Background: an optimization exercise with open tools, aiming at small area. Do not read the settings as production practice.
Function was not checked in any run shown here: the RTL went through the layout flow alone.
Power and IR drop assume default switching activity.

==> design.v <==
package rv_pkg;
  localparam int xlen = 32;
  typedef logic [31:0]     word_t;
  typedef logic [4:0]      reg_addr_t;
  typedef logic [3:0]      byte_en_t;
  typedef logic [2:0]      funct3_t;
  typedef logic [7:0]      byte_t;
endpackage
`timescale 1ns/10ps
module rv_regfile (
  input  logic              clk,
  input  logic              we,
  input  logic              clr,
  input  rv_pkg::reg_addr_t rs1,
  input  rv_pkg::reg_addr_t rs2,
  input  rv_pkg::reg_addr_t rd,
  input  rv_pkg::byte_t     wd,
  output rv_pkg::byte_t     rs1_byte,
  output rv_pkg::byte_t     rs2_byte
);
  logic [31:0] regs [1:31];
  always_ff @(posedge clk) begin
    for (int i = 1; i < 32; i++) begin
      if (clr || (we && rd == i[4:0])) begin
        regs[i] <= {wd, regs[i][31:8]};
      end else begin
        regs[i] <= {regs[i][7:0], regs[i][31:8]};
      end
    end
  end
  rv_pkg::byte_t tails [0:31];
  always_comb begin
    tails[0] = '0;
    for (int i = 1; i < 32; i++) tails[i] = regs[i][7:0];
  end
  assign rs1_byte = tails[rs1];
  assign rs2_byte = tails[rs2];
endmodule
`timescale 1ns/10ps
module rv_core (
  input  logic             clk,
  input  logic             rst,
  input  rv_pkg::word_t    insn,
  input  rv_pkg::word_t    dmem_rdata,
  output rv_pkg::word_t    pc,
  output rv_pkg::word_t    dmem_addr,
  output rv_pkg::word_t    dmem_wdata,
  output rv_pkg::byte_en_t dmem_be,
  output logic             halt
);
  logic [1:0]  ph;        
  logic        pass;      
  logic        clr;       
  logic [31:2] pc_q;
  logic [23:0] s_q;       
  logic [31:0] t_q;       
  logic        c_q;       
  logic        ci_q;      
  logic        z_q;       
  logic        flag_q;    
  logic        sgn_q;     
  logic [4:0]  sh_q;      
  logic [4:0] op;
  logic [2:0] f3;
  logic is_lui, is_auipc, is_jal, is_jalr, is_br, is_ld, is_st, is_alu;
  logic is_reg, is_shift, is_slt, is_logic, two_pass, last;
  assign op       = insn[6:2];
  assign f3       = insn[14:12];
  assign is_lui   = !op[4] && op[0] && op[3];
  assign is_auipc = !op[4] && op[0] && !op[3];
  assign is_jal   = op[1];
  assign is_jalr  = op[4] && op[0] && !op[1];
  assign is_br    = op[4] && !op[2] && !op[0];
  assign is_ld    = !op[4] && !op[3] && !op[2];
  assign is_st    = !op[4] && op[3] && !op[2];
  assign is_alu   = !op[4] && op[2] && !op[0];
  assign is_reg   = is_alu && op[3];
  assign halt     = op[4] && op[2];
  assign is_shift = is_alu && f3[1:0] == 2'b01;
  assign is_slt   = is_alu && f3[2:1] == 2'b01;
  assign is_logic = is_alu && f3[2] && f3 != 3'b101;
  assign two_pass = is_br || is_ld || is_st || is_shift || is_slt;
  assign last     = !two_pass || pass;
  rv_pkg::word_t imm;
  rv_pkg::byte_t imm_b;
  always_comb begin
    if (!op[4] && op[0])
      imm = {insn[31:12], 12'b0};
    else if (is_jal)
      imm = {{12{insn[31]}}, insn[19:12], insn[20], insn[30:21], 1'b0};
    else if (is_br)
      imm = {{20{insn[31]}}, insn[7], insn[30:25], insn[11:8], 1'b0};
    else if (is_st)
      imm = {{21{insn[31]}}, insn[30:25], insn[11:7]};
    else
      imm = {{21{insn[31]}}, insn[30:20]};
    imm_b = imm[8*ph +: 8];
  end
  rv_pkg::byte_t rs1_b, rs2_b, wd;
  logic          we;
  rv_regfile regfile0 (
    .clk(clk), .we(we), .clr(clr), .rs1(insn[19:15]), .rs2(insn[24:20]),
    .rd(insn[11:7]), .wd(wd), .rs1_byte(rs1_b), .rs2_byte(rs2_b)
  );
  rv_pkg::byte_t pc_b, a, b, bx, sum, alu_out;
  logic          sub, cin, cout;
  assign pc_b = {pc_q, 2'b00} >> (8 * ph);
  assign a    = is_lui ? 8'h00 :
                (is_auipc || is_jal || (is_br && pass)) ? pc_b : rs1_b;
  assign b    = (is_reg || (is_br && !pass)) ? rs2_b : imm_b;
  assign sub  = (is_reg && f3 == 3'b000 && insn[30]) || is_slt || (is_br && !pass);
  assign bx   = sub ? ~b : b;
  assign cin  = (ph == 2'd0) ? sub : c_q;
  assign {cout, sum} = {1'b0, a} + {1'b0, bx} + {8'b0, cin};
  always_comb begin
    if (is_logic) begin
      case (f3[1:0])
        2'b00:   alu_out = a ^ b;
        2'b10:   alu_out = a | b;
        default: alu_out = a & b;
      endcase
    end else begin
      alu_out = sum;
    end
  end
  logic eq, lt, ltu, cmp, flag_d;
  assign eq     = (ph == 2'd0 || z_q) && sum == 8'h00;
  assign lt     = (a[7] ^ b[7]) ? a[7] : sum[7];
  assign ltu    = !cout;
  assign cmp    = (is_br ? f3[1] : f3[0]) ? ltu : lt;
  assign flag_d = is_br ? ((f3[2] ? cmp : eq) ^ f3[0]) : cmp;
  rv_pkg::byte_t inc;
  logic          inc_c;
  assign {inc_c, inc} = {1'b0, pc_b} + {6'b0, ph == 2'd0, 2'b00} + {8'b0, ph != 2'd0 && ci_q};
  rv_pkg::byte_t np;
  logic          take;
  assign take = is_jal || is_jalr || (is_br && flag_q) || ((is_ld || is_st) && !pass);
  assign np   = take ? sum : inc;
  logic [1:0]  q;
  logic [2:0]  r;
  logic        right;
  logic [2:0]  qq;        
  logic [1:0]  lo_sel;
  logic        lo_ok, hi_ok;
  logic [2:0]  off;
  rv_pkg::byte_t lo, hi, fill, sh_out;
  logic [15:0] w;
  assign q     = sh_q[4:3];
  assign r     = sh_q[2:0];
  assign right = f3[2] || is_ld;
  assign qq    = {1'b0, q} + {2'b0, r != 3'd0};
  assign fill  = (f3[2] && insn[30] && sgn_q) ? 8'hff : 8'h00;
  always_comb begin
    if (right) begin
      lo_sel = q;
      lo_ok  = {1'b0, ph} + {1'b0, q} <= 3'd3;
      hi_ok  = {1'b0, ph} + {1'b0, q} <= 3'd2;
      off    = r;
    end else begin
      lo_sel = 2'd0 - qq[1:0];
      lo_ok  = {1'b0, ph} >= qq;
      hi_ok  = {1'b0, ph} + 3'd1 >= qq;
      off    = 3'd0 - r;
    end
    lo = lo_ok ? t_q[8*lo_sel +: 8] : fill;
    hi = hi_ok ? t_q[8*(lo_sel + 2'd1) +: 8] : fill;
    w  = {hi, lo};
    sh_out = w[off +: 8];
  end
  logic          ld_in;
  rv_pkg::byte_t ld_fill;
  assign ld_in   = f3[1] || (f3[0] ? !ph[1] : ph == 2'd0);
  assign ld_fill = {8{sgn_q && !f3[2]}};
  always_comb begin
    if (clr) wd = 8'h00;
    else if (is_jal || is_jalr) wd = inc;
    else if (is_ld && !ld_in) wd = ld_fill;
    else if (is_ld || is_shift) wd = sh_out;
    else if (is_slt) wd = {7'b0, ph == 2'd0 && flag_q};
    else wd = alu_out;
  end
  assign we = (is_lui || is_auipc || is_jal || is_jalr || ((is_alu || is_ld) && last))
              && !clr;
  logic [31:2] addr;
  logic [3:0]  be_mask;
  assign addr = {np, s_q[23:2]};
  assign dmem_addr = {addr, 2'b00};
  assign dmem_wdata = {f3[1] ? rs2_b : (f3[0] ? t_q[23:16] : t_q[15:8]),
                       f3[1] ? t_q[31:24] : t_q[15:8],
                       (f3[1:0] == 2'b00) ? t_q[15:8] : t_q[23:16],
                       t_q[15:8]};
  assign be_mask = f3[1] ? 4'b1111 : (f3[0] ? 4'b0011 : 4'b0001);
  assign dmem_be = (is_st && !pass && ph == 2'd3 && !clr && !rst) ? (be_mask << s_q[1:0]) : 4'b0000;
  assign pc = {pc_q, 2'b00};
  always_ff @(posedge clk) begin
    if (rst) begin
      ph   <= 2'd0;
      pass <= 1'b0;
      clr  <= 1'b1;
      pc_q <= '0;
    end else begin
      ph <= ph + 2'd1;
      if (ph == 2'd3) begin
        if (clr) begin
          clr <= 1'b0;
        end else if (last) begin
          pass <= 1'b0;
          pc_q <= addr;
        end else begin
          pass <= 1'b1;
        end
      end
    end
  end
  always_ff @(posedge clk) begin
    c_q  <= cout;
    ci_q <= inc_c;
    z_q  <= eq;
    if (ph == 2'd3 && !pass) flag_q <= flag_d;
    if (ph == 2'd0 && !pass) sh_q <= is_ld ? {sum[1:0], 3'b000} : b[4:0];
    if (is_ld && pass) begin
      if (ld_in) sgn_q <= sh_out[7];
    end else if (ph == 2'd3) begin
      sgn_q <= rs1_b[7];
    end
    s_q <= {np, s_q[23:8]};
    if (is_ld && !pass && ph == 2'd3) begin
      t_q <= dmem_rdata;
    end else begin
      t_q <= {is_st ? rs2_b : (pass ? t_q[7:0] : rs1_b), t_q[31:8]};
    end
  end
endmodule
==> flow/run.sh <==
#!/bin/bash
# Standard ORFS layout with two changes: ports are buffered with the smallest
# buffer, and clock tree synthesis uses larger sink clusters without dummy loads.
set -euo pipefail
export BUFFER_PORTS_ARGS="-buffer_cell sky130_fd_sc_hd__buf_1"
export CTS_ARGS="-sink_clustering_enable -repair_clock_nets -dont_use_dummy_load -buf_list sky130_fd_sc_hd__clkbuf_16 -sink_clustering_size 25 -sink_clustering_max_diameter 50"
bash standard.sh > orfs_make.log 2>&1
==> standard.sh <==
#!/bin/bash
# synth_recipe.tcl (not shown) runs the flow's synth.tcl, then flattens the netlist and writes it again
# the make line also repeats each setting of config.mk as NAME=value (left out here)
make -C /OpenROAD-flow-scripts/flow DESIGN_CONFIG=/design/flow/config.mk WORK_HOME=/design/flow/orfs CLKGATE_MAP_FILE= SYNTH_SCRIPT=/design/flow/synth_recipe.tcl "${@:-finish}"
==> config.mk <==
export PLATFORM = sky130hd
export DESIGN_NAME = rv_core
export DESIGN_NICKNAME = rv_core
export VERILOG_FILES = /design/flow/design.v
export SDC_FILE = /design/flow/constraint.sdc
export NUM_CORES = 4
export LEC_CHECK = 0
export CAP_MARGIN = 20
export CORE_MARGIN = 2
export CORE_UTILIZATION = 60
export SLEW_MARGIN = 20
==> constraint.sdc <==
create_clock -name core_clock -period 15.0 [get_ports {clk}]
set_input_delay 3.0000 -clock core_clock [delete_from_list [all_inputs] [get_ports {clk}]]
set_output_delay 3.0000 -clock core_clock [all_outputs]
set_load 0.01 [all_outputs]
==> qor.txt, run 1 <==
Largest net degree at the start of global routing -> 125
Max Fanout on Critical Path -> 12
Post-CTS Resized -> 0
Synth area leaders -> dfxtp_1 (62%), nand3b_1 (4.7%), a22oi_1 (3.9%), nor2_1 (2.4%), o21ai_1 (2.3%)
Mapped Cells -> 3126
Initial core utilization -> 0.605
Critical Path AT -> 9150 ps
Post-synth top cells -> dfxtp_1 (1085), nand3b_1 (220), nor2_1 (219)
Global routing usage on met2 -> 0.654
Pwr/cell area -> 135 nW/µm²
Clk_skew -> 102 ps
Number of setup buffers added after CTS -> 0
Asr flop ratio synth -> 0
Worst-Skew Late Latency -> 650 ps
Total of max-cap violations -> 0
Vias in the first global route -> 25600
Max clock buf depth -> 3
Setup WS post-layout -> 2850 ps
Synth Cell Area -> 34800 µm²
Total GRT Usage -> 0.405
Synthesis warning total -> 4
Critical path type -> in -> out
Post-Route WL -> 123000 µm
Slew of the pin with the lowest slew margin -> 1280 ps
1st-iter DRT viols -> 3080
Area grow syn2layout -> 8.58%
Leak Pwr -> 13.7 nW
Min cycle time layout -> 12150 ps
Hold crit path type -> reg -> reg
GRT busiest layer -> met2
DP Worst Slack -> 3070 ps
Setup TNS Final -> 0 ps
Initial antenna violation count -> 1
Met3 Usage GRT -> 0.0918
Dominant cell type by area after synthesis -> dfxtp_1
Final HPWL DP -> 86000 µm
Ports -> 167
Clock sink count -> 1092
CTS tree -> yes
CTS root buffer -> clkbuf_16
Port-buffer cells -> 160
Worst path required time -> 12000 ps
Core area -> 57600 µm²
Critical Path Max Stage Delay -> 890 ps
Non-Filler Instances -> 3994
Top-area cell type share of the netlist area -> 0.624
Detail Route Antenna Nets -> 0
Clk pin slew, worst setup/hold paths -> 90 ps
Die Y -> 245 µm
Top FF cell, synth -> dfxtp_1
Remaining Overflow, GRT -> 0
Antenna cell count -> 0
Post-synth EDFFs -> 7
Die area -> 60000 µm²
Cts hold-fix bufs -> 0
Slowest CP cell -> nor2_1
CTS buffer count -> 70
Drt wl/cell -> 30.8 µm
Nets -> 3339
Rows -> 88
Max-slew headroom -> 0.147
DRC Markers -> 0
Pins Over Slew Limit -> 0
Total number of vias -> 25900
Drt pass-1 iters -> 6
First-pass GRT wire length -> 175000 µm
Sequential fraction of the synthesis area -> 0.630
CP top delay family -> simple AND/OR/NAND/NOR gates
Crit. End Element -> output pin
RSZ-0062 raised after global routing -> no
Final setup vio count -> 0
H-tree lvl count -> 3
VDD IR max -> 0.000127 V
Synth Area per Inst -> 11.1 µm²
Placer Congestion -> 1.11
#FFs+latches synth -> 1092
CP Buf/Inv Count -> 2
Status -> timing/DRC/antenna clean
Setup crit start kind -> primary input
Die X -> 245 µm
DR vias/cell -> 6.48
Hold Fails Final Rpt -> 0
Netlist cell types -> 84
Most common cell in the netlist -> dfxtp_1
CP Cell Sequence -> buf_1 > or3b_2 > nor2_1 > a22o_1 > a221oi_1 > nand4_1 > nor2_1 > a31oi_1 > xnor2_1 > fa_1 > fa_1 > nor2b_1 > o21a_1 > o21ai_0 > a211oi_1 > nand2_1 > o21ai_0 > buf_1
GR Util met1 -> 0.482
Layout cells sized above 1 -> 0.0849
Fmax -> 82.3 MHz
Final period utilization -> 0.810
Placed Cells -> 3922
-- where the power goes --
part           switching [W]  total [W]  leakage [nW]  internal, W
sequential         0.0000263    0.00295          8.81      0.00293
combinational       0.000284   0.000415          4.04     0.000132
clock               0.000900    0.00173         0.863     0.000828
total                0.00121    0.00510          13.7      0.00389
-- worst reg2reg max path, cell delays in order, from the launching register on --
cell and delay [ps]:
dfxtp_1 400, nor3b_1 180, a31oi_1 170, nor3b_1 70, a21oi_1 170, nand4_1 110, or4_1 740, o21ai_0 830
xnor2_1 140, ha_1 380, and3_1 180, a2111oi_0 620, a21oi_1 190, xnor2_1 450, nor4b_2 390, xnor2_1 140
a32oi_1 210, nor4b_1 440
-- stage by stage --
step / area, µm² / total power, W / hold slack, ps / util
6_report: 37800 / 0.00510 / 275 / 0.656
5_1_grt: 37800 / 0.00523 / 263 / 0.656
4_1_cts: 37800 / 0.00509 / 271 / 0.656
3_5_place_dp: 36000 / 0.00342 / 312 / 0.625
3_3_place_gp: 36000 / 0.00341 / 309 / 0.625
2_1_floorplan: 34800 / 0.00330 / 310 / -
-- layout make-up --
| type | count | area (µm²) |
|---|---|---|
| clock buffer | 70 | 1750 |
| fill | 4264 | 19800 |
| inverter | 37 | 139 |
| multi-input combinational | 1797 | 11800 |
| sequential | 1092 | 21900 |
| tap | 765 | 957 |
| timing repair buffer | 233 | 1170 |
-- layout by cell type, fill, tap and decap left out, drive strengths merged, types with 13 or more instances in the layout --
cell type,n
nand3b,220
ha,39
a221oi,23
nor2,219
nor2b,19
nand4,30
nand2,167
a21o,13
and3,17
dfxtp,1085
a21oi,74
a22oi,180
o21ai,297
nor3,31
buf,231
a211oi,57
a22o,22
nand2b,18
mux2,52
mux2i,39
xnor2,18
clkbuf,72
inv,34
nand3,71
-- routing by layer --
metal  share of wire  wire (µm)  up-vias
met5         0.00011         14        -
li1                -          -    11300
met4           0.084      10300        2
met1            0.37      45400    12600
met3           0.085      10400      487
met2            0.46      56700     1472
-- sequential cells by signal, summed over array words and instances, names as in the netlist, 2 cells and up --
name and flops:
ph 2, regfile0.regs 992, s_q 24, sh_q 5
pc_q 30, t_q 32
-- worst paths after layout --
check,from,endpoint,slack (ps),cells past startpoint
worst min-delay path,regfile0.regs[27][26],regfile0.regs[27][18],270,0
worst max-delay path,insn[22],dmem_addr[30],2850,18
worst min register to register,regfile0.regs[27][26],regfile0.regs[27][18],270,0
worst max register to register,regfile0.regs[9][3],flag_q,8900,17
-- cell families (layout without fill, tap and decap cells) --
kind of cell	after synthesis	in the layout	share of synthesized area
DFF	1092	1092	0.630
adders and majority gates	42	42	0.0157
and+or+nand+nor	853	853	0.132
other	1	4	0.000108
AOI/OAI and AO/OA	773	773	0.149
buffers and inverters	240	340	0.0318
muxes	101	101	0.0345
xor gates and xnor gates	24	24	0.00604
==> inputs of run 2 (changes only) <==
==> flow/run.sh (replaced) <==
#!/bin/bash
# Standard ORFS layout with two changes: ports are buffered with the smallest
# buffer, and clock tree synthesis uses larger sink clusters without dummy loads.
set -euo pipefail
export BUFFER_PORTS_ARGS="-buffer_cell sky130_fd_sc_hd__buf_1"
export CTS_ARGS="-sink_clustering_enable -repair_clock_nets -dont_use_dummy_load -buf_list sky130_fd_sc_hd__clkbuf_8 -sink_clustering_size 20 -sink_clustering_max_diameter 40"
bash standard.sh > orfs_make.log 2>&1
--- a/config.mk
+++ b/config.mk
@@ -10,2 +10,3 @@
 export CORE_UTILIZATION = 60
+export GPL_TIMING_DRIVEN = 0
 export SLEW_MARGIN = 20
==> qor.txt, run 2 <==
Max Fanout on Critical Path -> 10 (was 12)
Max clock buf depth -> 3 (unchanged)
Internal Power -> 0.00364 W (was 0.00389 W)
Clk pin slew, worst setup/hold paths -> 80 ps (was 90 ps)
Hold_ws -> 281 ps (was 275 ps)
Combinational power share -> 0.097 (was 0.081)
Clock power share -> 0.296 (was 0.339)
Fmax -> 79.2 MHz (was 82.3 MHz)
Synth area leaders -> dfxtp_1 (62%), nand3b_1 (4.7%), a22oi_1 (3.9%), nor2_1 (2.4%), o21ai_1 (2.3%) (unchanged)
Pins Over Slew Limit -> 0 (unchanged)
Slowest CP cell -> nor2_2 (was nor2_1)
Critical Path Max Stage Delay -> 800 ps (was 890 ps)
Worst-Skew Late Latency -> 770 ps (was 650 ps)
Total GRT Usage -> 0.454 (was 0.405)
Setup WS post-layout -> 2380 ps (was 2850 ps)
Pwr/cell area -> 128 nW/µm² (was 135 nW/µm²)
Most frequent cells in the layout -> dfxtp_1 (1085), nand3b_1 (220), a22oi_1 (180) (was dfxtp_1 (1084), nand3b_1 (220), nor2_1 (216))
VDD IR max -> 0.000121 V (was 0.000127 V)
Slew of the pin with the lowest slew margin -> 1300 ps (was 1280 ps)
Remaining Overflow, GRT -> 0 (unchanged)
Net load switching power -> 0.00122 W (was 0.00121 W)
Total of max-cap violations -> 0 (unchanged)
CP Cell Sequence -> buf_1 > clkbuf_1 > or3b_2 > nor2_2 > a22oi_1 > nand4_1 > nor2_1 > nand4_1 > nor2_1 > a31oi_1 > xnor2_1 > fa_1 > fa_1 > nor2b_1 > o21a_1 > o21ai_0 > a211oi_1 > nand2_1 > o21ai_0 > buf_1 (was buf_1 > or3b_2 > nor2_1 > a22o_1 > a221oi_1 > nand4_1 > nor2_1 > a31oi_1 > xnor2_1 > fa_1 > fa_1 > nor2b_1 > o21a_1 > o21ai_0 > a211oi_1 > nand2_1 > o21ai_0 > buf_1)
Drt pass-1 iters -> 9 (was 6)
Post-synth EDFFs -> 7 (unchanged)
Cts hold-fix bufs -> 0 (unchanged)
#FFs+latches synth -> 1092 (unchanged)
Top Registers -> regfile0.regs: 992 flops, t_q: 32 flops, pc_q: 30 flops (unchanged)
Final period utilization -> 0.842 (was 0.810)
Synthesis warning total -> 4 (unchanged)
Asr flop ratio synth -> 0 (unchanged)
Most flop-heavy register -> regfile0.regs (unchanged)
Finished Cell Area -> 37900 µm² (was 37800 µm²)
Total number of vias -> 27700 (was 25900)
Ports -> 167 (unchanged)
Sequential fraction of the synthesis area -> 0.630 (unchanged)
DRC Markers -> 0 (unchanged)
Area occupied by multi-input gates -> 11900 µm² (was 11800 µm²)
Netlist cell types -> 84 (unchanged)
Final setup vio count -> 0 (unchanged)
Fillers -> 4198 (was 4264)
Number of setup buffers added after CTS -> 0 (unchanged)
Dominant cell type by area after synthesis -> dfxtp_1 (unchanged)
Hold Path Cell Cnt -> 0 (unchanged)
Vias in the first global route -> 27000 (was 25600)
Critical Path AT -> 9620 ps (was 9150 ps)
Core area -> 57600 µm² (unchanged)
Hold Fails Final Rpt -> 0 (unchanged)
Clock sink count -> 1092 (unchanged)
Max-slew headroom -> 0.133 (was 0.147)
Layout cells sized above 1 -> 0.100 (was 0.0849)
Crit. End Element -> output pin (unchanged)
Worst path required time -> 12000 ps (about the same)
Die area -> 60000 µm² (unchanged)
Setup TNS Final -> 0 ps (unchanged)
Largest register FFs -> 992 (unchanged)
Post-Route WL -> 138000 µm (was 123000 µm)
1st-iter DRT viols -> 3600 (was 3080)
RSZ-0062 raised after global routing -> no (unchanged)
Die Y -> 245 µm (unchanged)
DR vias/cell -> 6.66 (was 6.48)
DP Worst Slack -> 2680 ps (was 3070 ps)
Register Area -> 21900 µm² (about the same)
Area grow syn2layout -> 8.76% (was 8.58%)
Largest net degree at the start of global routing -> 21 (was 125)
Mapped Cells -> 3126 (unchanged)
Post-synth top cells -> dfxtp_1 (1085), nand3b_1 (220), nor2_1 (219) (unchanged)
Synth Cell Area -> 34800 µm² (unchanged)
Synth Area per Inst -> 11.1 µm² (unchanged)
Initial core utilization -> 0.605 (unchanged)
Switching Fraction -> 0.252 (was 0.237)
CTS buffer count -> 94 (was 70)
Share of power burned in registers -> 0.607 (was 0.579)
Top FF cell, synth -> dfxtp_1 (unchanged)
Drt wl/cell -> 33.3 µm (was 30.8 µm)
Reg2Reg Depth -> 18 (was 17)
Top-area cell type share of the netlist area -> 0.624 (unchanged)
Cell depth of the worst setup path -> 20 (was 18)
First-pass GRT wire length -> 192000 µm (was 175000 µm)
Placer Congestion -> 1.08 (was 1.11)
Status -> timing/DRC/antenna clean (unchanged)
Initial antenna violation count -> 5 (was 1)
Post-CTS Resized -> 0 (unchanged)
Rows -> 88 (unchanged)
Hold crit path type -> reg -> reg (unchanged)
H-tree lvl count -> 3 (unchanged)
Min cycle time layout -> 12620 ps (was 12150 ps)
Leak Pwr -> 13.6 nW (was 13.7 nW)
Placed Cells -> 4054 (was 3922)
Most common cell in the netlist -> dfxtp_1 (unchanged)
CP top delay family -> simple AND/OR/NAND/NOR gates (unchanged)
CTS tree -> yes (unchanged)
Clk_skew -> 125 ps (was 102 ps)
Die X -> 245 µm (unchanged)
Most common cell after layout, fill and taps aside -> dfxtp_1 (unchanged)
Port-buffer cells -> 156 (was 160)
CP Buf/Inv Count -> 3 (was 2)
Detail Route Antenna Nets -> 0 (unchanged)
Nets -> 3493 (was 3339)
Final HPWL DP -> 100000 µm (was 86000 µm)
Critical path type -> in -> out (unchanged)
Post-Place Cell Area -> 36500 µm² (was 36000 µm²)
Setup crit start kind -> primary input (unchanged)
Non-Filler Instances -> 4154 (was 3994)
CTS root buffer -> clkbuf_8 (was clkbuf_16)
==> run 2: cell counts after synthesis <==
No cell type changed its count.
==> run 2: worst paths after layout <==
path / from / endpoint / slack (ps)
setup / recovery: insn[21] / dmem_addr[30] / 2380
hold / removal: regfile0.regs[4][30] / regfile0.regs[4][22] / 280
setup reg to reg: regfile0.regs[9][3] / regfile0.regs[22][29] / 7800
hold reg to reg: regfile0.regs[4][30] / regfile0.regs[4][22] / 280
==> run 2: per-stage QoR <==
step / util / total power [W]
2_1_floorplan: - / 0.00330
3_3_place_gp: 0.632 / 0.00345
3_5_place_dp: 0.635 / 0.00346
4_1_cts: 0.657 / 0.00483
5_1_grt: 0.657 / 0.00497
6_report: 0.658 / 0.00486
==> run 2: area by class of cell <==
type / instances / area share
Multi-Input combinational cell: 1797 / 0.315
Clock buffer: 94 / 0.0342
Tap cell: 765 / 0.0253
Buffer: 203 / 0.0256
Inverter: 37 / 0.00367
Sequential cell: 1092 / 0.579
Antenna cell: 6 / 0.000397
Timing Repair Buffer: 160 / 0.0165
==> run 2: worst register-to-register path, cell delays in order, from the launching register on <==
cell       delay, ps
dfxtp_1          430
nor3b_1          190
a31oi_1          170
nor3b_1          140
a21oi_1          210
nand4_1          120
or4_1            850
o21ai_0          970
xnor2_1          140
ha_1             380
and3_1           190
a2111oi_0        830
xnor2_1          340
o211a_1          300
o21ai_0          150
o2111ai_1        160
nor2_1           830
buf_2            420
o21ai_0          190
==> run 2: power groups by stage <==
stage | logic, W | clock network [W] | registers, W
floorplan | 0.000295 | 0 | 0.00301
global placement | 0.000440 | 0 | 0.00301
detailed placement | 0.000451 | 0 | 0.00301
CTS | 0.000452 | 0.00143 | 0.00295
global route | 0.000495 | 0.00152 | 0.00295
finish | 0.000471 | 0.00144 | 0.00295
==> run 2: logic make-up after synthesis <==
group,share of synthesized area
and+or+nand+nor,0.132
muxes,0.0345
xor gates and xnor gates,0.00604
DFF,0.630
adders and majority gates,0.0157
buffers and inverters,0.0318
other,0.000108
AOI/OAI and AO/OA,0.149
==> run 2: metal layers <==
layer,track usage,vias to the layer above,wire length (µm)
met3,0.124,619,14200
met2,0.706,1971,61500
li1,-,11600,-
met5,0,-,0
met1,0.539,13500,50000
met4,0.342,0,12700
==> inputs of run 3 (changes only) <==
--- a/config.mk
+++ b/config.mk
@@ -10,3 +10,2 @@
 export CORE_UTILIZATION = 60
-export GPL_TIMING_DRIVEN = 0
 export SLEW_MARGIN = 20
==> qor.txt, run 3 <==
Worst-Skew Late Latency -> 740 ps (was 770 ps)
Post-Place Cell Area -> 36000 µm² (was 36500 µm²)
Rows -> 88 (unchanged)
Post-CTS Resized -> 0 (unchanged)
Most frequent cells in the layout -> dfxtp_1 (1084), nand3b_1 (220), nor2_1 (216) (was dfxtp_1 (1085), nand3b_1 (220), a22oi_1 (180))
Ports -> 167 (unchanged)
Worst path required time -> 12000 ps (about the same)
Number of setup buffers added after CTS -> 0 (unchanged)
CP Cell Sequence -> buf_1 > or3b_2 > nor2_1 > a22oi_1 > and3_1 > nand4_1 > nor2_1 > a31oi_1 > xnor2_1 > fa_1 > fa_1 > nor2b_1 > o21a_1 > o21ai_0 > a211oi_1 > nand2_1 > o21ai_0 > buf_1 (was buf_1 > clkbuf_1 > or3b_2 > nor2_2 > a22oi_1 > nand4_1 > nor2_1 > nand4_1 > nor2_1 > a31oi_1 > xnor2_1 > fa_1 > fa_1 > nor2b_1 > o21a_1 > o21ai_0 > a211oi_1 > nand2_1 > o21ai_0 > buf_1)
Final setup vio count -> 0 (unchanged)
Total GRT Usage -> 0.401 (was 0.454)
Synth area leaders -> dfxtp_1 (62%), nand3b_1 (4.7%), a22oi_1 (3.9%), nor2_1 (2.4%), o21ai_1 (2.3%) (unchanged)
DR vias/cell -> 6.45 (was 6.66)
Mapped Cells -> 3126 (unchanged)
Drt wl/cell -> 30.1 µm (was 33.3 µm)
Hold crit path type -> reg -> reg (unchanged)
Status -> timing/DRC/antenna clean (unchanged)
Post-synthesis compound-gate area fraction -> 0.149 (unchanged)
Slowest CP cell -> nor2_1 (was nor2_2)
Pins Over Slew Limit -> 0 (unchanged)
Area grow syn2layout -> 7.31% (was 8.76%)
Post-synth EDFFs -> 7 (unchanged)
Clk_skew -> 140 ps (was 125 ps)
Hold Fails Final Rpt -> 0 (unchanged)
CTS buffer count -> 95 (was 94)
Vias in the first global route -> 25600 (was 27000)
RSZ-0062 raised after global routing -> no (unchanged)
Most common cell after layout, fill and taps aside -> dfxtp_1 (unchanged)
Initial antenna violation count -> 4 (was 5)
Largest register FFs -> 992 (unchanged)
Fillers -> 4376 (was 4198)
Post-synthesis mux area share -> 0.0345 (unchanged)
Most flop-heavy register -> regfile0.regs (unchanged)
Detail Route Antenna Nets -> 0 (unchanged)
Critical Path Max Stage Delay -> 990 ps (was 800 ps)
Post-Route WL -> 121000 µm (was 138000 µm)
#FFs+latches synth -> 1092 (unchanged)
DRC Markers -> 0 (unchanged)
Register Area -> 21900 µm² (about the same)
Layout cells sized above 1 -> 0.0919 (was 0.100)
VDD IR max -> 0.000132 V (was 0.000121 V)
Simple-gate area share of the yosys netlist -> 0.132 (unchanged)
Placed Cells -> 3922 (was 4054)
Max Fanout on Critical Path -> 12 (was 10)
Netlist cell types -> 84 (unchanged)
Dominant cell type by area after synthesis -> dfxtp_1 (unchanged)
Total of max-cap violations -> 0 (unchanged)
Post-synth top cells -> dfxtp_1 (1085), nand3b_1 (220), nor2_1 (219) (unchanged)
Final period utilization -> 0.809 (was 0.842)
Sequential fraction of the synthesis area -> 0.630 (unchanged)
CP top delay family -> simple AND/OR/NAND/NOR gates (unchanged)
Area occupied by multi-input gates -> 11800 µm² (was 11900 µm²)
Core area -> 57600 µm² (unchanged)
1st-iter DRT viols -> 3001 (was 3600)
Top-area cell type share of the netlist area -> 0.624 (unchanged)
Placer Congestion -> 1.11 (was 1.08)
Slew of the pin with the lowest slew margin -> 1310 ps (was 1300 ps)
First-pass GRT wire length -> 174000 µm (was 192000 µm)
Max clock buf depth -> 3 (unchanged)
Final HPWL DP -> 86000 µm (was 100000 µm)
Top FF cell, synth -> dfxtp_1 (unchanged)
Asr flop ratio synth -> 0 (unchanged)
Nets -> 3364 (was 3493)
Largest net degree at the start of global routing -> 125 (was 21)
H-tree lvl count -> 3 (unchanged)
Pwr/cell area -> 128 nW/µm² (about the same)
Min cycle time layout -> 12140 ps (was 12620 ps)
Setup crit start kind -> primary input (unchanged)
Initial core utilization -> 0.605 (unchanged)
Clk pin slew, worst setup/hold paths -> 100 ps (was 80 ps)
Finished Cell Area -> 37400 µm² (was 37900 µm²)
Cts hold-fix bufs -> 0 (unchanged)
Most common cell in the netlist -> dfxtp_1 (unchanged)
Synth Area in XOR/XNOR -> 0.00604 (unchanged)
Die area -> 60000 µm² (unchanged)
Synthesis warning total -> 4 (unchanged)
Die Y -> 245 µm (unchanged)
Critical path type -> in -> out (unchanged)
Die X -> 245 µm (unchanged)
Total number of vias -> 25900 (was 27700)
CTS root buffer -> clkbuf_8 (unchanged)
CTS tree -> yes (unchanged)
Setup TNS Final -> 0 ps (unchanged)
Synth Area per Inst -> 11.1 µm² (unchanged)
Synth Cell Area -> 34800 µm² (unchanged)
Max-slew headroom -> 0.121 (was 0.133)
Largest family of logic cells by synthesized area -> compound AO/OA/AOI/OAI gates (unchanged)
Remaining Overflow, GRT -> 0 (unchanged)
Top Registers -> regfile0.regs: 992 flops, t_q: 32 flops, pc_q: 30 flops (unchanged)
Clock sink count -> 1092 (unchanged)
Fmax -> 82.4 MHz (was 79.2 MHz)
Leak Pwr -> 13.5 nW (was 13.6 nW)
Synth Area in Adders -> 0.0157 (unchanged)
Crit. End Element -> output pin (unchanged)
Port-buffer cells -> 160 (was 156)
Non-Filler Instances -> 4020 (was 4154)
CP Buf/Inv Count -> 2 (was 3)
Critical Path AT -> 9140 ps (was 9620 ps)
Drt pass-1 iters -> 8 (was 9)
==> run 3: where the power goes <==
part	total (W)	switching [W]	internal [W]
clock	0.00141	0.000852	0.000562
sequential	0.00295	0.0000260	0.00293
combinational	0.000414	0.000282	0.000131
==> run 3: layout make-up <==
cell class                      instances  area share
Tap cell                              765      0.0256
Inverter                               37     0.00372
Multi-Input combinational cell       1797       0.317
Sequential cell                      1092       0.587
Antenna cell                            1   0.0000670
Clock buffer                           95      0.0350
Timing Repair Buffer                  233      0.0314
==> run 3: kinds of logic (layout without fill, tap and decap cells) <==
group,after synthesis,in the layout
AO/OA/AOI/OAI,773,773
XOR/XNOR,24,24
adder cells (fa/ha/maj),42,42
buffers and inverters,240,365
flip-flops,1092,1092
multiplexers,101,101
other,1,5
AND/OR/NAND/NOR,853,853
==> run 3: stage by stage <==
stage          utilization  hold WS [ps]  worst slack, ps  power (W)
2_1_floorplan            -           310             5080    0.00330
6_report             0.649           279             2860    0.00478
4_1_cts              0.648           277             3060    0.00478
3_3_place_gp         0.625           309             3150    0.00341
3_5_place_dp         0.625           312             3070    0.00342
5_1_grt              0.649           285             2740    0.00493
==> run 3: layer usage <==
metal | vias up | wire length (µm) | part of all wire | track usage
met5 | - | 29 | 0.00024 | 0.00245
met4 | 2 | 10000 | 0.083 | 0.275
met3 | 464 | 10800 | 0.090 | 0.0914
met2 | 1537 | 55500 | 0.46 | 0.646
met1 | 12600 | 44500 | 0.37 | 0.478
li1 | 11300 | - | - | -
==> run 3: final timing paths <==
path,from,endpoint,slack [ps],cells past startpoint
setup / recovery,insn[20],dmem_addr[30],2860,18
hold / removal,regfile0.regs[8][19],regfile0.regs[8][11],280,0
setup reg to reg,regfile0.regs[9][3],flag_q,8890,17
hold reg to reg,regfile0.regs[8][19],regfile0.regs[8][11],280,0
==> inputs of run 4 (changes only) <==
==> flow/run.sh (replaced) <==
#!/bin/bash
# Standard ORFS layout with two changes: ports are buffered with the smallest
# buffer, and clock tree synthesis uses larger sink clusters without dummy loads.
set -euo pipefail
export BUFFER_PORTS_ARGS="-buffer_cell sky130_fd_sc_hd__buf_1"
export CTS_ARGS="-sink_clustering_enable -repair_clock_nets -dont_use_dummy_load -buf_list sky130_fd_sc_hd__clkbuf_16 -sink_clustering_size 35 -sink_clustering_max_diameter 60"
bash standard.sh > orfs_make.log 2>&1
--- a/config.mk
+++ b/config.mk
@@ -10,2 +10,3 @@
 export CORE_UTILIZATION = 60
+export GPL_TIMING_DRIVEN = 0
 export SLEW_MARGIN = 20
==> qor.txt, run 4 <==
Final setup vio count -> 0 (unchanged)
Die area -> 60000 µm² (unchanged)
Max-slew headroom -> 0.173 (was 0.121)
Most frequent cells in the layout -> dfxtp_1 (1085), nand3b_1 (220), a22oi_1 (180) (was dfxtp_1 (1084), nand3b_1 (220), nor2_1 (216))
Mapped Cells -> 3126 (unchanged)
CTS root buffer -> clkbuf_16 (was clkbuf_8)
Clock sink count -> 1092 (unchanged)
Nets -> 3447 (was 3364)
Top-area cell type share of the netlist area -> 0.624 (unchanged)
GRT busiest layer -> met2 (unchanged)
Post-synth EDFFs -> 7 (unchanged)
Worst path required time -> 12000 ps (about the same)
RSZ-0062 raised after global routing -> no (unchanged)
Synthesis warning total -> 4 (unchanged)
Initial core utilization -> 0.605 (unchanged)
CTS tree -> yes (unchanged)
Synth Cell Area -> 34800 µm² (unchanged)
Met3 Usage GRT -> 0.108 (was 0.0914)
Placer Congestion -> 1.08 (was 1.11)
DRC Markers -> 0 (unchanged)
GR Util met1 -> 0.547 (was 0.478)
Total GRT Usage -> 0.455 (was 0.401)
Area grow syn2layout -> 8.47% (was 7.31%)
Setup crit start kind -> primary input (unchanged)
Critical Path AT -> 9650 ps (was 9140 ps)
Slew of the pin with the lowest slew margin -> 1240 ps (was 1310 ps)
Sequential fraction of the synthesis area -> 0.630 (unchanged)
Clk_skew -> 116 ps (was 140 ps)
Global routing usage on met2 -> 0.715 (was 0.646)
Die Y -> 245 µm (unchanged)
Layout cells sized above 1 -> 0.0881 (was 0.0919)
Hold_ws -> 254 ps (was 279 ps)
Worst-Skew Late Latency -> 670 ps (was 740 ps)
Post-CTS Resized -> 0 (unchanged)
Remaining Overflow, GRT -> 0 (unchanged)
Initial antenna violation count -> 3 (was 4)
Total number of vias -> 27600 (was 25900)
First-pass GRT wire length -> 193000 µm (was 174000 µm)
Detail Route Antenna Nets -> 0 (unchanged)
Fmax -> 79.0 MHz (was 82.4 MHz)
Core area -> 57600 µm² (unchanged)
Max clock buf depth -> 3 (unchanged)
H-tree lvl count -> 2 (was 3)
Critical path type -> in -> out (unchanged)
Most flop-heavy register -> regfile0.regs (unchanged)
VDD IR max -> 0.000135 V (was 0.000132 V)
Most common cell in the netlist -> dfxtp_1 (unchanged)
DP Worst Slack -> 2680 ps (was 3070 ps)
DR vias/cell -> 6.73 (was 6.45)
Largest register FFs -> 992 (unchanged)
Most common cell after layout, fill and taps aside -> dfxtp_1 (unchanged)
Top Registers -> regfile0.regs: 992 flops, t_q: 32 flops, pc_q: 30 flops (unchanged)
Vias in the first global route -> 26800 (was 25600)
1st-iter DRT viols -> 3694 (was 3001)
Setup WS post-layout -> 2350 ps (was 2860 ps)
Max Fanout on Critical Path -> 10 (was 12)
Number of setup buffers added after CTS -> 0 (unchanged)
Synth Area per Inst -> 11.1 µm² (unchanged)
Hold crit path type -> reg -> reg (unchanged)
Final HPWL DP -> 100000 µm (was 86000 µm)
Synth area leaders -> dfxtp_1 (62%), nand3b_1 (4.7%), a22oi_1 (3.9%), nor2_1 (2.4%), o21ai_1 (2.3%) (unchanged)
Total of max-cap violations -> 0 (unchanged)
Clk pin slew, worst setup/hold paths -> 110 ps (was 100 ps)
CTS buffer count -> 48 (was 95)
Pins Over Slew Limit -> 0 (unchanged)
Drt pass-1 iters -> 7 (was 8)
Port-buffer cells -> 156 (was 160)
Setup TNS Final -> 0 ps (unchanged)
Final period utilization -> 0.844 (was 0.809)
Dominant cell type by area after synthesis -> dfxtp_1 (unchanged)
Largest net degree at the start of global routing -> 36 (was 125)
Leak Pwr -> 13.5 nW (about the same)
Crit. End Element -> output pin (unchanged)
Netlist cell types -> 84 (unchanged)
Rows -> 88 (unchanged)
Cts hold-fix bufs -> 0 (unchanged)
Pwr/cell area -> 128 nW/µm² (about the same)
Status -> timing/DRC/antenna clean (unchanged)
Drt wl/cell -> 33.8 µm (was 30.1 µm)
Top FF cell, synth -> dfxtp_1 (unchanged)
Ports -> 167 (unchanged)
Post-synth top cells -> dfxtp_1 (1085), nand3b_1 (220), nor2_1 (219) (unchanged)
Min cycle time layout -> 12650 ps (was 12140 ps)
#FFs+latches synth -> 1092 (unchanged)
Post-Route WL -> 139000 µm (was 121000 µm)
Asr flop ratio synth -> 0 (unchanged)
Hold Fails Final Rpt -> 0 (unchanged)
Die X -> 245 µm (unchanged)
## run 4: cell count changes in the layout (fill, tap and decap cells not counted), sizes merged
| cell | change |
|---|---|
| clkbuf | +81 |
| buf | +2 |
## run 4: through the flow
step / util / area [µm²] / total power, W / std cells
2_1_floorplan: - / 34800 / 0.00330 / 3129
3_5_place_dp: 0.635 / 36500 / 0.00346 / 4054
6_report: 0.656 / 37800 / 0.00484 / 4103
3_3_place_gp: 0.632 / 36400 / 0.00345 / 4050
5_1_grt: 0.656 / 37800 / 0.00495 / 4102
4_1_cts: 0.655 / 37700 / 0.00481 / 4102
## run 4: worst paths after layout
path                               from                    end  slack, ps  cells after the start
hold / removal    regfile0.regs[16][30]  regfile0.regs[16][22]        250                      0
setup reg to reg    regfile0.regs[9][3]  regfile0.regs[11][29]       7770                     18
hold reg to reg   regfile0.regs[16][30]  regfile0.regs[16][22]        250                      0
setup / recovery               insn[21]          dmem_addr[30]       2350                     20
## run 4: critical path, stage by stage
cell and delay (ps):
buf_1 100, clkbuf_1 590, or3b_2 570, nor2_2 830, a22oi_1 230, nand4_1 200, nor2_1 80, nand4_1 420
nor2_1 100, a31oi_1 510, xnor2_1 180, fa_1 470, fa_1 490, nor2b_1 130, o21a_1 130, o21ai_0 170
a211oi_1 690, nand2_1 120, o21ai_0 360, buf_1 230
## run 4: cells by family after synthesis
family	after synthesis	share of synthesized area
AO/OA/AOI/OAI	773	0.149
XOR/XNOR	24	0.00604
adder cells (fa/ha/maj)	42	0.0157
buffers and inverters	240	0.0318
flip-flops	1092	0.630
multiplexers	101	0.0345
other	1	0.000108
AND/OR/NAND/NOR	853	0.132
## run 4: report_power, final
part,internal [W],switching [W]
clock,0.000573,0.000846
sequential,0.00293,0.0000230
combinational,0.000152,0.000319
## run 4: layer usage
layer / vias up / wire, µm
li1: 11500 / -
met1: 13500 / 50100
met2: 1998 / 61700
met3: 637 / 13800
met4: 4 / 12800
met5: - / 62
## run 4: final cells by class
type / instances / area [µm²]
flip-flops and latches: 1092 / 21900
multi-input cells: 1797 / 11900
repair buffers: 160 / 623
well taps: 765 / 957
diodes: 1 / 2.50
plain buffers: 203 / 970
clock buffers: 48 / 1200
fillers: 4215 / 19800
inverters: 37 / 139
==> inputs of run 5 (changes only) <==
==> flow/run.sh (replaced) <==
#!/bin/bash
# Standard ORFS layout with two changes: ports are buffered with the smallest
# buffer, and clock tree synthesis uses larger sink clusters without dummy loads.
set -euo pipefail
export BUFFER_PORTS_ARGS="-buffer_cell sky130_fd_sc_hd__buf_1"
export CTS_ARGS='-sink_clustering_enable -repair_clock_nets -dont_use_dummy_load -buf_list {sky130_fd_sc_hd__clkbuf_4 sky130_fd_sc_hd__clkbuf_8 sky130_fd_sc_hd__clkbuf_16} -sink_clustering_size 12 -sink_clustering_max_diameter 30'
bash standard.sh > orfs_make.log 2>&1
--- a/config.mk
+++ b/config.mk
@@ -10,3 +10,2 @@
 export CORE_UTILIZATION = 60
-export GPL_TIMING_DRIVEN = 0
 export SLEW_MARGIN = 20
==> qor.txt, run 5 <==
Status -> timing/DRC/antenna clean (unchanged)
Core area -> 57600 µm² (unchanged)
Min cycle time layout -> 12140 ps (was 12650 ps)
Dominant cell type by area after synthesis -> dfxtp_1 (unchanged)
Internal Power -> 0.00467 W (was 0.00365 W)
Critical Path Max Stage Delay -> 970 ps (was 830 ps)
CP Cell Sequence -> buf_1 > or3b_2 > nor2_1 > a22oi_1 > and3_1 > nand4_1 > nor2_1 > a31oi_1 > xnor2_1 > fa_1 > fa_1 > nor2b_1 > o21a_1 > o21ai_0 > a211oi_1 > nand2_1 > o21ai_0 > buf_1 (was buf_1 > clkbuf_1 > or3b_2 > nor2_2 > a22oi_1 > nand4_1 > nor2_1 > nand4_1 > nor2_1 > a31oi_1 > xnor2_1 > fa_1 > fa_1 > nor2b_1 > o21a_1 > o21ai_0 > a211oi_1 > nand2_1 > o21ai_0 > buf_1)
Met2 WL post-DR -> 59900 µm (was 61700 µm)
CP Buf/Inv Count -> 2 (was 3)
Sequential fraction of the synthesis area -> 0.630 (unchanged)
Max-slew headroom -> 0.0946 (was 0.173)
Antenna cell count -> 0 (was 1)
Fmax -> 82.3 MHz (was 79.0 MHz)
Cts hold-fix bufs -> 0 (unchanged)
Post-synth top cells -> dfxtp_1 (1085), nand3b_1 (220), nor2_1 (219) (unchanged)
Non-Filler Instances -> 4062 (was 4103)
Switching Fraction -> 0.230 (was 0.245)
Drt wl/cell -> 31.8 µm (was 33.8 µm)
Vias in the first global route -> 27300 (was 26800)
Largest register FFs -> 992 (unchanged)
Nets -> 3407 (was 3447)
Net load switching power -> 0.00140 W (was 0.00119 W)
Cell depth of the worst setup path -> 18 (was 20)
Clock sink count -> 1092 (unchanged)
Worst path required time -> 12000 ps (about the same)
R2R Path Start -> regfile0.regs[9][3] (unchanged)
Total GRT Usage -> 0.427 (was 0.455)
VDD IR max -> 0.000137 V (was 0.000135 V)
Worst-Skew Late Latency -> 740 ps (was 670 ps)
Critical path type -> in -> out (unchanged)
Leak Pwr -> 14.6 nW (was 13.5 nW)
Most flop-heavy register -> regfile0.regs (unchanged)
Setup TNS Final -> 0 ps (unchanged)
Total of max-cap violations -> 0 (unchanged)
CP top delay family -> simple AND/OR/NAND/NOR gates (unchanged)
Initial core utilization -> 0.605 (unchanged)
Post-CTS Resized -> 0 (unchanged)
Netlist cell types -> 84 (unchanged)
Reg2reg setup slack -> 8800 ps (was 7770 ps)
Largest net degree at the start of global routing -> 125 (was 36)
Placer Congestion -> 1.11 (was 1.08)
Drt pass-1 iters -> 9 (was 7)
Most common cell in the netlist -> dfxtp_1 (unchanged)
Placed Cells -> 3922 (was 4054)
Final HPWL DP -> 86000 µm (was 100000 µm)
Clock power share -> 0.444 (was 0.293)
Mapped Cells -> 3126 (unchanged)
Asr flop ratio synth -> 0 (unchanged)
1st-iter DRT viols -> 3368 (was 3694)
Initial antenna violation count -> 2 (was 3)
Crit path capture -> dmem_addr[30] (unchanged)
H-tree lvl count -> 4 (was 2)
CTS tree -> yes (unchanged)
Ports -> 167 (unchanged)
Port-buffer cells -> 160 (was 156)
Layout cells sized above 1 -> 0.104 (was 0.0881)
Top-area cell type share of the netlist area -> 0.624 (unchanged)
Total number of vias -> 26900 (was 27600)
Share of power burned in registers -> 0.487 (was 0.610)
Pins Over Slew Limit -> 0 (unchanged)
Met1 WL -> 46500 µm (was 50100 µm)
CTS buffer count -> 139 (was 48)
#FFs+latches synth -> 1092 (unchanged)
Slowest CP cell -> nor2_1 (was nor2_2)
Top Registers -> regfile0.regs: 992 flops, t_q: 32 flops, pc_q: 30 flops (unchanged)
Critical Path AT -> 9140 ps (was 9650 ps)
Uppermost layer routed -> met5 (unchanged)
Number of setup buffers added after CTS -> 0 (unchanged)
Final period utilization -> 0.810 (was 0.844)
Combinational power share -> 0.069 (was 0.097)
Pwr/cell area -> 154 nW/µm² (was 128 nW/µm²)
Synth Cell Area -> 34800 µm² (unchanged)
Hold crit path type -> reg -> reg (unchanged)
CTS root buffer -> clkbuf_16 (unchanged)
Crit. End Element -> output pin (unchanged)
Max Fanout on Critical Path -> 12 (was 10)
DR WL met3 -> 11500 µm (was 13800 µm)
Die area -> 60000 µm² (unchanged)
Post-Route WL -> 129000 µm (was 139000 µm)
Slew of the pin with the lowest slew margin -> 1350 ps (was 1240 ps)
Detail Route Antenna Nets -> 0 (unchanged)
Hold Fails Final Rpt -> 0 (unchanged)
Most common cell after layout, fill and taps aside -> dfxtp_1 (unchanged)
Most frequent cells in the layout -> dfxtp_1 (1084), nand3b_1 (220), nor2_1 (215) (was dfxtp_1 (1085), nand3b_1 (220), a22oi_1 (180))
FF-to-FF End -> flag_q (was regfile0.regs[11][29])
DRC Markers -> 0 (unchanged)
Die X -> 245 µm (unchanged)
Setup crit start kind -> primary input (unchanged)
Crit path from -> insn[20] (was insn[21])
Pwr Total -> 0.00607 W (was 0.00484 W)
Post-synth EDFFs -> 7 (unchanged)
First-pass GRT wire length -> 184000 µm (was 193000 µm)
Area grow syn2layout -> 13.5% (was 8.47%)
Rows -> 88 (unchanged)
DR vias/cell -> 6.62 (was 6.73)
Die Y -> 245 µm (unchanged)
Synthesis warning total -> 4 (unchanged)
Clk_skew -> 100 ps (was 116 ps)
RSZ-0062 raised after global routing -> no (unchanged)
Final setup vio count -> 0 (unchanged)
Remaining Overflow, GRT -> 0 (unchanged)
Clk pin slew, worst setup/hold paths -> 40 ps (was 110 ps)
Max clock buf depth -> 3 (unchanged)
Reg2Reg Depth -> 17 (was 18)
Synth Area per Inst -> 11.1 µm² (unchanged)
Synth area leaders -> dfxtp_1 (62%), nand3b_1 (4.7%), a22oi_1 (3.9%), nor2_1 (2.4%), o21ai_1 (2.3%) (unchanged)
Top FF cell, synth -> dfxtp_1 (unchanged)
run 5: changes by cell type in the layout (fill, tap and decap cells not counted), moves of 2 or more:
cell	change
o21ai_1	-3
o21ai_4	+2
clkbuf_2	+2
buf_6	-6
buf_1	-3
clkbuf_1	-130
nor2_2	-53
nor2b_2	+2
buf_2	-25
nor2_1	+53
nor2b_1	-2
clkbuf_16	+91
buf_4	+30
run 5: cell type report:
type / count / area [µm²]
Sequential cell: 1092 / 21900
Fill cell: 3980 / 18100
Tap cell: 765 / 957
Multi-Input combinational cell: 1797 / 11800
Clock buffer: 139 / 3480
Inverter: 37 / 139
Timing Repair Buffer: 232 / 1150
run 5: worst min-delay path by stage:
stage,startpoint,endpoint,slack [ps],depth (start not counted)
6_report,regfile0.regs[31][30],regfile0.regs[31][22],280,0
5_1_grt,regfile0.regs[3][28],regfile0.regs[3][20],270,0
4_1_cts,regfile0.regs[31][30],regfile0.regs[31][22],270,0
3_5_place_dp,regfile0.regs[24][25],regfile0.regs[24][17],310,0
3_3_place_gp,regfile0.regs[17][30],regfile0.regs[17][22],310,0
2_1_floorplan,regfile0.regs[10][8],regfile0.regs[10][0],310,0
run 5: per-layer routing:
metal  GRT usage  vias up
li1            -    11400
met1       0.487    13200
met2       0.688     1670
met3       0.117      565
met4       0.321        2
met5           0        -
run 5: logic make-up (layout without fill, tap and decap cells):
logic type	count (synthesis)	after routing	share of synthesized area
AO/OA/AOI/OAI	773	773	0.149
XOR/XNOR	24	24	0.00604
adder cells (fa/ha/maj)	42	42	0.0157
buffers and inverters	240	408	0.0318
flip-flops	1092	1092	0.630
multiplexers	101	101	0.0345
other	1	4	0.000108
AND/OR/NAND/NOR	853	853	0.132
run 5: worst register-to-register path, stage by stage (launching register included):
cell       delay [ps]
dfxtp_1           380
nor3b_1           180
a31oi_1           170
nor3b_1            70
a21oi_1           170
nand4_1           110
or4_1             760
o21ai_0           850
xnor2_1           140
ha_1              380
and3_1            180
a2111oi_0         630
a21oi_1           190
xnor2_1           450
nor4b_2           370
xnor2_1           140
a32oi_1           210
nor4b_1           480
run 5: stage by stage:
step	util	worst slack [ps]	cell area (µm²)	hold slack [ps]
2_1_floorplan	-	5080	34800	310
3_3_place_gp	0.625	3150	36000	309
3_5_place_dp	0.625	3070	36000	312
4_1_cts	0.686	3060	39500	275
5_1_grt	0.686	2700	39500	269
6_report	0.686	2860	39500	281
run 5: power groups by stage:
stage / Sequential [W] / Combinational (W) / Clock (W)
2_1_floorplan: 0.00301 / 0.000295 / 0
3_3_place_gp: 0.00302 / 0.000392 / 0
3_5_place_dp: 0.00302 / 0.000400 / 0
4_1_cts: 0.00296 / 0.000403 / 0.00271
5_1_grt: 0.00296 / 0.000442 / 0.00282
6_report: 0.00296 / 0.000417 / 0.00270
==> inputs of run 6 (changes only) <==
==> run.sh (new file) <==
#!/bin/bash
# synth_recipe.tcl (not shown) runs the flow's synth.tcl, then flattens the netlist and writes it again
# the make line also repeats each setting of config.mk as NAME=value (left out here)
make -C /OpenROAD-flow-scripts/flow DESIGN_CONFIG=/design/flow/config.mk WORK_HOME=/design/flow/orfs CLKGATE_MAP_FILE= SYNTH_SCRIPT=/design/flow/synth_recipe.tcl finish
--- a/config.mk
+++ b/config.mk
@@ -10,2 +10,5 @@
 export CORE_UTILIZATION = 60
+export CTS_BUF_LIST = sky130_fd_sc_hd__clkbuf_8
+export CTS_CLUSTER_DIAMETER = 40
+export CTS_CLUSTER_SIZE = 20
 export SLEW_MARGIN = 20
removed: flow/run.sh
removed: standard.sh
==> qor.txt, run 6 <==
Status -> timing/DRC/antenna clean (unchanged)
Total of max-cap violations -> 0 (unchanged)
Hold crit path type -> reg -> reg (unchanged)
Fmax -> 79.9 MHz (was 82.3 MHz)
Rows -> 88 (unchanged)
Hold Fails Final Rpt -> 0 (unchanged)
Max-slew headroom -> 0.208 (was 0.0946)
Slew of the pin with the lowest slew margin -> 1180 ps (was 1350 ps)
Vias in the first global route -> 25800 (was 27300)
Clock sink count -> 1092 (unchanged)
CP Cell Sequence -> clkdlybuf4s50_1 > or3b_2 > nor2_1 > a22oi_1 > nand3_1 > or4_1 > mux2i_1 > nor2_1 > inv_1 > fa_1 > fa_1 > nor2b_1 > o21a_1 > o21ai_0 > a211oi_1 > nand2_1 > o21ai_0 > clkdlybuf4s50_1 (was buf_1 > or3b_2 > nor2_1 > a22oi_1 > and3_1 > nand4_1 > nor2_1 > a31oi_1 > xnor2_1 > fa_1 > fa_1 > nor2b_1 > o21a_1 > o21ai_0 > a211oi_1 > nand2_1 > o21ai_0 > buf_1)
Pwr/cell area -> 135 nW/µm² (was 154 nW/µm²)
Core area -> 57600 µm² (unchanged)
Register Area -> 21900 µm² (unchanged)
Most common cell in the netlist -> dfxtp_1 (unchanged)
#FFs+latches synth -> 1092 (unchanged)
Setup WS post-layout -> 2480 ps (was 2860 ps)
Worst-Skew Late Latency -> 760 ps (was 740 ps)
Port-buffer cells -> 160 (unchanged)
First-pass GRT wire length -> 173000 µm (was 184000 µm)
Fillers -> 4073 (was 3980)
Sequential fraction of the synthesis area -> 0.630 (unchanged)
Top-area cell type share of the netlist area -> 0.624 (unchanged)
Largest net degree at the start of global routing -> 116 (was 125)
Mapped Cells -> 3126 (unchanged)
Post-synth top cells -> dfxtp_1 (1085), nand3b_1 (220), nor2_1 (219) (unchanged)
Layout cells sized above 1 -> 0.109 (was 0.104)
Dominant cell type by area after synthesis -> dfxtp_1 (unchanged)
Asr flop ratio synth -> 0 (unchanged)
1st-iter DRT viols -> 3210 (was 3368)
Cts hold-fix bufs -> 0 (unchanged)
Final period utilization -> 0.834 (was 0.810)
DR vias/cell -> 6.38 (was 6.62)
Most flop-heavy register -> regfile0.regs (unchanged)
Top FF cell, synth -> dfxtp_1 (unchanged)
Initial antenna violation count -> 2 (unchanged)
Largest register FFs -> 992 (unchanged)
Critical Path AT -> 9520 ps (was 9140 ps)
Worst path required time -> 12000 ps (about the same)
CTS buffer count -> 93 (was 139)
Initial core utilization -> 0.605 (unchanged)
Synth Area per Inst -> 11.1 µm² (unchanged)
CP Buf/Inv Count -> 3 (was 2)
CTS root buffer -> clkbuf_8 (was clkbuf_16)
Synth Cell Area -> 34800 µm² (unchanged)
Pins Over Slew Limit -> 0 (unchanged)
DP Worst Slack -> 2740 ps (was 3070 ps)
Crit. End Element -> output pin (unchanged)
Total GRT Usage -> 0.399 (was 0.427)
Die X -> 245 µm (unchanged)
Most common cell after layout, fill and taps aside -> dfxtp_1 (unchanged)
Setup TNS Final -> 0 ps (unchanged)
Critical Path Max Stage Delay -> 850 ps (was 970 ps)
Leak Pwr -> 14.4 nW (was 14.6 nW)
Drt pass-1 iters -> 10 (was 9)
Ports -> 167 (unchanged)
Final setup vio count -> 0 (unchanged)
Max clock buf depth -> 3 (unchanged)
Total number of vias -> 26100 (was 26900)
Setup crit start kind -> primary input (unchanged)
Area occupied by multi-input gates -> 11800 µm² (about the same)
Post-CTS Resized -> 0 (unchanged)
DRC Markers -> 0 (unchanged)
Clk pin slew, worst setup/hold paths -> 100 ps (was 40 ps)
RSZ-0062 raised after global routing -> no (unchanged)
Detail Route Antenna Nets -> 0 (unchanged)
Nets -> 3362 (was 3407)
Clk_skew -> 53.3 ps (was 100 ps)
Critical path type -> in -> out (unchanged)
Synthesis warning total -> 4 (unchanged)
CP top delay family -> simple AND/OR/NAND/NOR gates (unchanged)
Area grow syn2layout -> 12.7% (was 13.5%)
Min cycle time layout -> 12520 ps (was 12140 ps)
Post-synth EDFFs -> 7 (unchanged)
H-tree lvl count -> 3 (was 4)
Most frequent cells in the layout -> dfxtp_1 (1084), nand3b_1 (220), nor2_1 (218) (was dfxtp_1 (1084), nand3b_1 (220), nor2_1 (215))
Slowest CP cell -> nor2_1 (unchanged)
Drt wl/cell -> 29.6 µm (was 31.8 µm)
Netlist cell types -> 84 (unchanged)
Number of setup buffers added after CTS -> 0 (unchanged)
Remaining Overflow, GRT -> 0 (unchanged)
Final HPWL DP -> 84800 µm (was 86000 µm)
Die Y -> 245 µm (unchanged)
CTS tree -> yes (unchanged)
Max Fanout on Critical Path -> 12 (unchanged)
Top Registers -> regfile0.regs: 992 flops, t_q: 32 flops, pc_q: 30 flops (unchanged)
Placer Congestion -> 1.09 (was 1.11)
Synth area leaders -> dfxtp_1 (62%), nand3b_1 (4.7%), a22oi_1 (3.9%), nor2_1 (2.4%), o21ai_1 (2.3%) (unchanged)
Post-Route WL -> 121000 µm (was 129000 µm)
VDD IR max -> 0.000129 V (was 0.000137 V)
Die area -> 60000 µm² (unchanged)
[run 6: cell counts after synthesis]
Identical to the previous run, type by type.
[run 6: path summary, 6_finish.rpt]
kind	end	depth (start not counted)	startpoint	slack (ps)
max	dmem_addr[30]	18	insn[17]	2480
min reg2reg	regfile0.regs[6][12]	0	regfile0.regs[6][20]	310
min	regfile0.regs[6][12]	0	regfile0.regs[6][20]	310
max reg2reg	regfile0.regs[23][29]	18	regfile0.regs[9][3]	8990
[run 6: worst reg2reg max path, delay by kind of cell (launching register included)]
family                   cells  cell delay (ps)
AO/OA/AOI/OAI                8             2620
XOR/XNOR                     2              560
adder cells (fa/ha/maj)      1              400
buffers and inverters        1              420
flip-flops                   1              410
AND/OR/NAND/NOR              6             1500
[run 6: area by class of cell]
cell class / instances / share of cell area
inverter: 37 / 0.00354
antenna: 3 / 0.000191
multi-input combinational: 1797 / 0.302
tap: 765 / 0.0244
sequential: 1092 / 0.559
clock buffer: 106 / 0.0372
clock inverter: 61 / 0.0191
timing repair buffer: 233 / 0.0546
[run 6: where the power goes]
| part | switching, W | leakage (nW) | internal (W) |
|---|---|---|---|
| clock network | 0.00106 | 1.14 | 0.000835 |
| logic | 0.000283 | 4.42 | 0.000167 |
| registers | 0.0000261 | 8.81 | 0.00293 |
| total | 0.00137 | 14.4 | 0.00393 |
[run 6: cell families (layout without fill, tap and decap cells)]
kind of cell | count (synthesis) | after routing | synth area share
other | 1 | 7 | 0.000108
adders and majority gates | 42 | 42 | 0.0157
AOI/OAI and AO/OA | 773 | 773 | 0.149
muxes | 101 | 101 | 0.0345
and+or+nand+nor | 853 | 853 | 0.132
DFF | 1092 | 1092 | 0.630
xor gates and xnor gates | 24 | 24 | 0.00604
buffers and inverters | 240 | 437 | 0.0318
[run 6: per-layer routing]
layer	vias up	GRT usage	share of wire
li1	11400	-	-
met1	12700	0.470	0.37
met2	1540	0.649	0.46
met3	506	0.0851	0.085
met4	0	0.283	0.083
met5	-	0	0
[run 6: stage by stage]
stage / total power [W] / cell area (µm²) / util / hold WS (ps) / cells
after detailed placement: 0.00345 / 37000 / 0.643 / 312 / 3923
after global placement: 0.00344 / 37000 / 0.643 / 310 / 3923
final: 0.00530 / 39200 / 0.681 / 306 / 4094
after CTS: 0.00531 / 39200 / 0.681 / 298 / 4090
after global routing: 0.00546 / 39200 / 0.681 / 304 / 4092
after floorplan: 0.00330 / 34800 / - / 310 / 3129
==> inputs of run 7 (changes only) <==
--- a/config.mk
+++ b/config.mk
@@ -10,5 +10,5 @@
 export CORE_UTILIZATION = 60
-export CTS_BUF_LIST = sky130_fd_sc_hd__clkbuf_8
-export CTS_CLUSTER_DIAMETER = 40
-export CTS_CLUSTER_SIZE = 20
+export CTS_BUF_LIST = sky130_fd_sc_hd__clkbuf_16
+export CTS_CLUSTER_DIAMETER = 50
+export CTS_CLUSTER_SIZE = 30
 export SLEW_MARGIN = 20
==> qor.txt, run 7 <==
Initial core utilization -> 0.605 (unchanged)
Slew of the pin with the lowest slew margin -> 1220 ps (was 1180 ps)
Critical path type -> in -> out (unchanged)
Crit path from -> insn[17] (unchanged)
Min cycle time layout -> 12440 ps (was 12520 ps)
Max-slew headroom -> 0.184 (was 0.208)
Post-CTS Resized -> 0 (unchanged)
Number of setup buffers added after CTS -> 0 (unchanged)
Pwr Total -> 0.00551 W (was 0.00530 W)
R2R Path Start -> regfile0.regs[9][3] (unchanged)
Synth Cell Area -> 34800 µm² (unchanged)
Rows -> 88 (unchanged)
Final period utilization -> 0.829 (was 0.834)
Drt pass-1 iters -> 9 (was 10)
Layout Utilization -> 0.687 (was 0.681)
Synth Area per Inst -> 11.1 µm² (unchanged)
Hold Fails Final Rpt -> 0 (unchanged)
Largest net degree at the start of global routing -> 116 (unchanged)
Total number of vias -> 26100 (about the same)
Clk pin slew, worst setup/hold paths -> 90 ps (was 100 ps)
Share of power burned in registers -> 0.536 (was 0.557)
Max Fanout on Critical Path -> 12 (unchanged)
Fillers -> 4004 (was 4073)
Mapped Cells -> 3126 (unchanged)
Netlist cell types -> 84 (unchanged)
Status -> timing/DRC/antenna clean (unchanged)
Die X -> 245 µm (unchanged)
Worst-Skew Late Latency -> 670 ps (was 760 ps)
CTS buffer count -> 67 (was 93)
Largest register FFs -> 992 (unchanged)
Detail Route Antenna Nets -> 0 (unchanged)
Synthesis warning total -> 4 (unchanged)
Clock power share -> 0.382 (was 0.358)
Remaining Overflow, GRT -> 0 (unchanged)
Nets -> 3335 (was 3362)
Vias in the first global route -> 26000 (was 25800)
Most flop-heavy register -> regfile0.regs (unchanged)
Port-buffer cells -> 160 (unchanged)
Max clock buf depth -> 3 (unchanged)
Top Registers -> regfile0.regs: 992 flops, t_q: 32 flops, pc_q: 30 flops (unchanged)
Combinational power share -> 0.082 (was 0.085)
Pins Over Slew Limit -> 0 (unchanged)
Most frequent cells in the layout -> dfxtp_1 (1084), nand3b_1 (220), nor2_1 (218) (unchanged)
Top-area cell type share of the netlist area -> 0.624 (unchanged)
Pwr/cell area -> 139 nW/µm² (was 135 nW/µm²)
1st-iter DRT viols -> 3262 (was 3210)
Core area -> 57600 µm² (unchanged)
Critical Path AT -> 9440 ps (was 9520 ps)
CTS root buffer -> clkbuf_16 (was clkbuf_8)
Setup crit start kind -> primary input (unchanged)
DR vias/cell -> 6.47 (was 6.38)
Sequential fraction of the synthesis area -> 0.630 (unchanged)
Post-Route WL -> 123000 µm (was 121000 µm)
#FFs+latches synth -> 1092 (unchanged)
Top FF cell, synth -> dfxtp_1 (unchanged)
Total GRT Usage -> 0.406 (was 0.399)
DRC Markers -> 0 (unchanged)
Hold Path Origin -> regfile0.regs[15][31] (was regfile0.regs[6][20])
VDD IR max -> 0.000144 V (was 0.000129 V)
Die area -> 60000 µm² (unchanged)
Area grow syn2layout -> 13.6% (was 12.7%)
Cts hold-fix bufs -> 0 (unchanged)
Switching Fraction -> 0.264 (was 0.259)
H-tree lvl count -> 3 (unchanged)
Dominant cell type by area after synthesis -> dfxtp_1 (unchanged)
Hold_ws -> 300 ps (was 306 ps)
Most common cell in the netlist -> dfxtp_1 (unchanged)
Total of max-cap violations -> 0 (unchanged)
Final setup vio count -> 0 (unchanged)
Final HPWL DP -> 84800 µm (unchanged)
Placer Congestion -> 1.09 (unchanged)
-- run 7: cell counts after synthesis --
No cell type changed its count.
-- run 7: cells by family after synthesis --
kind of cell	share of synthesized area
and+or+nand+nor	0.132
buffers and inverters	0.0318
DFF	0.630
AOI/OAI and AO/OA	0.149
other	0.000108
xor gates and xnor gates	0.00604
muxes	0.0345
adders and majority gates	0.0157
-- run 7: layout make-up --
type | count | area, µm² | share of cell area
repair buffers | 232 | 2140 | 0.0540
flip-flops and latches | 1092 | 21900 | 0.555
diodes | 2 | 5.00 | 0.000127
inverters | 37 | 139 | 0.00351
multi-input cells | 1797 | 11800 | 0.300
clock inverters | 51 | 847 | 0.0214
well taps | 765 | 957 | 0.0242
clock buffers | 67 | 1680 | 0.0424
-- run 7: worst max-delay path: stages --
cell,delay (ps)
clkdlybuf4s50_1,840
or3b_2,560
nor2_1,940
a221oi_1,190
nand3_1,140
or4_1,450
mux2i_1,140
nor2_1,170
inv_1,90
fa_1,410
fa_1,480
nor2b_1,130
o21a_1,130
o21ai_0,120
a211oi_1,650
nand2_1,100
o21ai_0,230
clkdlybuf4s50_1,660
-- run 7: final timing paths --
path	to	slack (ps)	cells past startpoint
worst min-delay path	regfile0.regs[15][23]	300	0
worst max-delay path	dmem_addr[30]	2560	18
worst min register to register	regfile0.regs[15][23]	300	0
worst max register to register	regfile0.regs[14][29]	8810	18
-- run 7: power groups by stage --
| stage | clock network [W] | registers (W) | logic [W] |
|---|---|---|---|
| global placement | 0 | 0.00302 | 0.000427 |
| detailed placement | 0 | 0.00302 | 0.000435 |
| floorplan | 0 | 0.00301 | 0.000295 |
| global route | 0.00222 | 0.00296 | 0.000475 |
| CTS | 0.00212 | 0.00295 | 0.000438 |
| finish | 0.00210 | 0.00295 | 0.000451 |
-- run 7: through the flow --
step,cells,setup WS (ps),instance area [µm²]
2_1_floorplan,3129,5080,34800
3_3_place_gp,3923,2760,37000
3_5_place_dp,3923,2740,37000
4_1_cts,4041,2710,39500
5_1_grt,4041,2300,39500
6_report,4043,2560,39500
-- run 7: metal layers --
metal	part of all wire	vias up	GRT usage
met1	0.37	12700	0.477
met5	0	-	0
met2	0.46	1587	0.658
met3	0.081	505	0.0807
met4	0.087	0	0.305
li1	-	11300	-

Setup slack of run 7, layout unchanged: 2.564 ns with ideal ports, 2.535 ns with driving cells assumed (clock clkbuf_16, inputs buf_2), 2.535 ns with port delays also shifted by the 0.706 ns mid clock arrival.
